Context: an optimization exercise on an open-source flow, tuned for small area. The choices shown serve that exercise and are no tape-out recipe.
The RTL was checked by simulation tests, not by an equivalence proof against the original design.
No activity file was given, so power comes from the tool's default toggle rates.

==> flow/design.v (excerpt) <==
module int_regfile_sb #(
  parameter int XLEN   = 32,
  parameter int NREGS  = 32,
  parameter int NRD    = 2,
  parameter int BYPASS = 1,
  localparam int AW    = $clog2(NREGS)
) (
  input  logic              clk,
  input  logic              rst,
  input  logic              rd_we,
  input  logic [AW-1:0]     rd_idx,
  input  logic [XLEN-1:0]   rd_data,
  input  logic [NRD-1:0]    rs_re,
  input  logic [NRD*AW-1:0] rs_idx,
  output logic [NRD*XLEN-1:0] rs_data,
  output logic [NRD-1:0]    rs_valid,
  input  logic              sb_set,
  input  logic [AW-1:0]     sb_idx,
  output logic [NRD-1:0]    hazard,
  output logic [NREGS-1:0]  pending
);
clock: 5.0 ns
lec_check: 0
cap_margin: 20
core_margin: 2
core_utilization: 40
setup_slack_margin: 0.2
slew_margin: 20
synth_hierarchical: 1
standard.sh (not shown) runs the stock make flow with config.mk's settings and CLKGATE_MAP_FILE= SYNTH_SCRIPT=/design/flow/synth_recipe.tcl, a recipe that flattens the netlist after the stock synthesis.
==> flow/flow/run.sh <==
#!/bin/bash
# The standard ORFS layout with three changes:
#  * port buffers are the smallest plain buffer instead of a delay cell,
#  * clock-tree sinks are clustered into larger groups (fewer leaf buffers),
#  * no dummy loads are added to the clock tree.
set -euo pipefail
export BUFFER_PORTS_ARGS="-buffer_cell sky130_fd_sc_hd__buf_1"
export CTS_ARGS="-sink_clustering_enable -repair_clock_nets -sink_clustering_size 26 -sink_clustering_max_diameter 80 -dont_use_dummy_load"
bash standard.sh finish > standard.log 2>&1
The starting point completed without violations.
Change:
--- a/flow/flow/run.sh
+++ b/flow/flow/run.sh
@@ -7,3 +7,3 @@
 export BUFFER_PORTS_ARGS="-buffer_cell sky130_fd_sc_hd__buf_1"
-export CTS_ARGS="-sink_clustering_enable -repair_clock_nets -sink_clustering_size 26 -sink_clustering_max_diameter 80 -dont_use_dummy_load"
+export CTS_ARGS="-sink_clustering_enable -repair_clock_nets -sink_clustering_size 30 -sink_clustering_max_diameter 80 -dont_use_dummy_load"
 bash standard.sh finish > standard.log 2>&1
Outcome: Wire length hardly moves; global-route usage is about the same; worst setup slack is worse by 0.0045 ns; area after synthesis does not change; sequential share of layout area came out higher by 0.12 points; clock power came out lower by a few percent; non-clock buffer count does not change; power came out lower slightly; die area is unchanged.

---

Another version of the RTL of int_regfile_sb (not shown whole).
For scale: about 1100 flip-flops, about 160 I/O pins, ~42000 sq um of cells after synthesis.
export LEC_CHECK = 0
export CAP_MARGIN = 20
export CORE_MARGIN = 2
export CORE_UTILIZATION = 40
export SLEW_MARGIN = 20
export SYNTH_HIERARCHICAL = 1
create_clock -name core_clock -period 5.0 [get_ports {clk}]
==> flow/flow/run.sh <==
#!/bin/bash
# The standard ORFS layout with three changes:
#  * port buffers are the smallest plain buffer instead of a delay cell,
#  * clock-tree sinks are clustered into larger groups (fewer leaf buffers),
#  * no dummy loads are added to the clock tree.
set -euo pipefail
export BUFFER_PORTS_ARGS="-buffer_cell sky130_fd_sc_hd__buf_1"
export CTS_ARGS="-sink_clustering_enable -repair_clock_nets -sink_clustering_size 26 -sink_clustering_max_diameter 80 -dont_use_dummy_load"
bash standard.sh finish > standard.log 2>&1
The first run passed the timing, design-rule and antenna checks.
Change:
==> flow/run.sh (new file) <==
#!/bin/bash
# synth_recipe.tcl (not shown) runs the flow's synth.tcl, then flattens the netlist and writes it again
# the make line also repeats each setting of config.mk as NAME=value (left out here)
make -C /OpenROAD-flow-scripts/flow DESIGN_CONFIG=/design/flow/config.mk WORK_HOME=/design/flow/orfs CLKGATE_MAP_FILE= SYNTH_SCRIPT=/design/flow/synth_recipe.tcl finish
removed: flow/flow/run.sh
removed: flow/standard.sh
The new run completed and failed the layout checks on setup timing.
Combinational power grows by 18%.
Final area rises by 6.8%.
Maximum frequency drops by 5.7%.
Die area is unchanged.
Change:
==> flow/flow/run.sh (new file) <==
#!/bin/bash
# The standard ORFS layout with three changes:
#  * port buffers are the smallest plain buffer instead of a delay cell,
#  * clock-tree sinks are clustered into larger groups (fewer leaf buffers),
#  * no dummy loads are added to the clock tree.
set -euo pipefail
export BUFFER_PORTS_ARGS="-buffer_cell sky130_fd_sc_hd__buf_1"
export CTS_ARGS="-sink_clustering_enable -repair_clock_nets -sink_clustering_size 26 -sink_clustering_max_diameter 80 -dont_use_dummy_load"
bash standard.sh finish > standard.log 2>&1
==> flow/standard.sh (new file) <==
#!/bin/bash
# synth_recipe.tcl (not shown) runs the flow's synth.tcl, then flattens the netlist and writes it again
# the make line also repeats each setting of config.mk as NAME=value (left out here)
make -C /OpenROAD-flow-scripts/flow DESIGN_CONFIG=/design/flow/config.mk WORK_HOME=/design/flow/orfs CLKGATE_MAP_FILE= SYNTH_SCRIPT=/design/flow/synth_recipe.tcl "${@:-finish}"
CORE_UTILIZATION = 60   (was 40)
removed: flow/run.sh
Effect:
- With this change the flow passed the timing, design-rule and antenna checks
- sequential cell count stays the same
- clock-buffer cell count went down by 78
- setup slack gains 0.19 ns
- design area fell by a little under a tenth
- sequential share of layout area came out higher by 5.0 points

## afterwards: timing with drivers on the ports
Ports are ideal in the flow. The routed layouts listed here were re-timed in OpenROAD. Step 1 (the two cells are an assumption about what drives the block):
set clk [get_ports {clk}]
set_driving_cell -lib_cell sky130_fd_sc_hd__clkbuf_16 $clk
set_driving_cell -lib_cell sky130_fd_sc_hd__buf_2 [delete_from_list [all_inputs] $clk]
Step 2 moves the port delays by t, midway between the first and last clock arrival at a register: inputs arrive t later, outputs are due t later. That takes back most of the time a late clock gives input paths. Slacks: ideal ports / drivers / drivers and shift; pairs: ideal ports / drivers.
| run | t (ns) | slack for setup (ns) | worst setup path after step 2 | latest minus earliest clock arrival (ns) |
|---|---|---|---|---|
| the first run of note 1 | 0.708 | 0.101 / 0.030 / 0.738 | register to output | 0.089 / 0.090 |
| the second run of note 1 | 0.714 | 0.097 / 0.023 / 0.736 | register to output | 0.086 / 0.087 |
| the first run of note 2 | 0.698 | 0.136 / 0.065 / 0.763 | register to output | 0.071 / 0.071 |
| the second run of note 2 | 0.769 | -0.157 / -0.230 / 0.360 | input to output | 0.034 / 0.034 |
| the third run of note 2 | 0.710 | 0.036 / -0.034 / 0.676 | register to output | 0.056 / 0.056 |
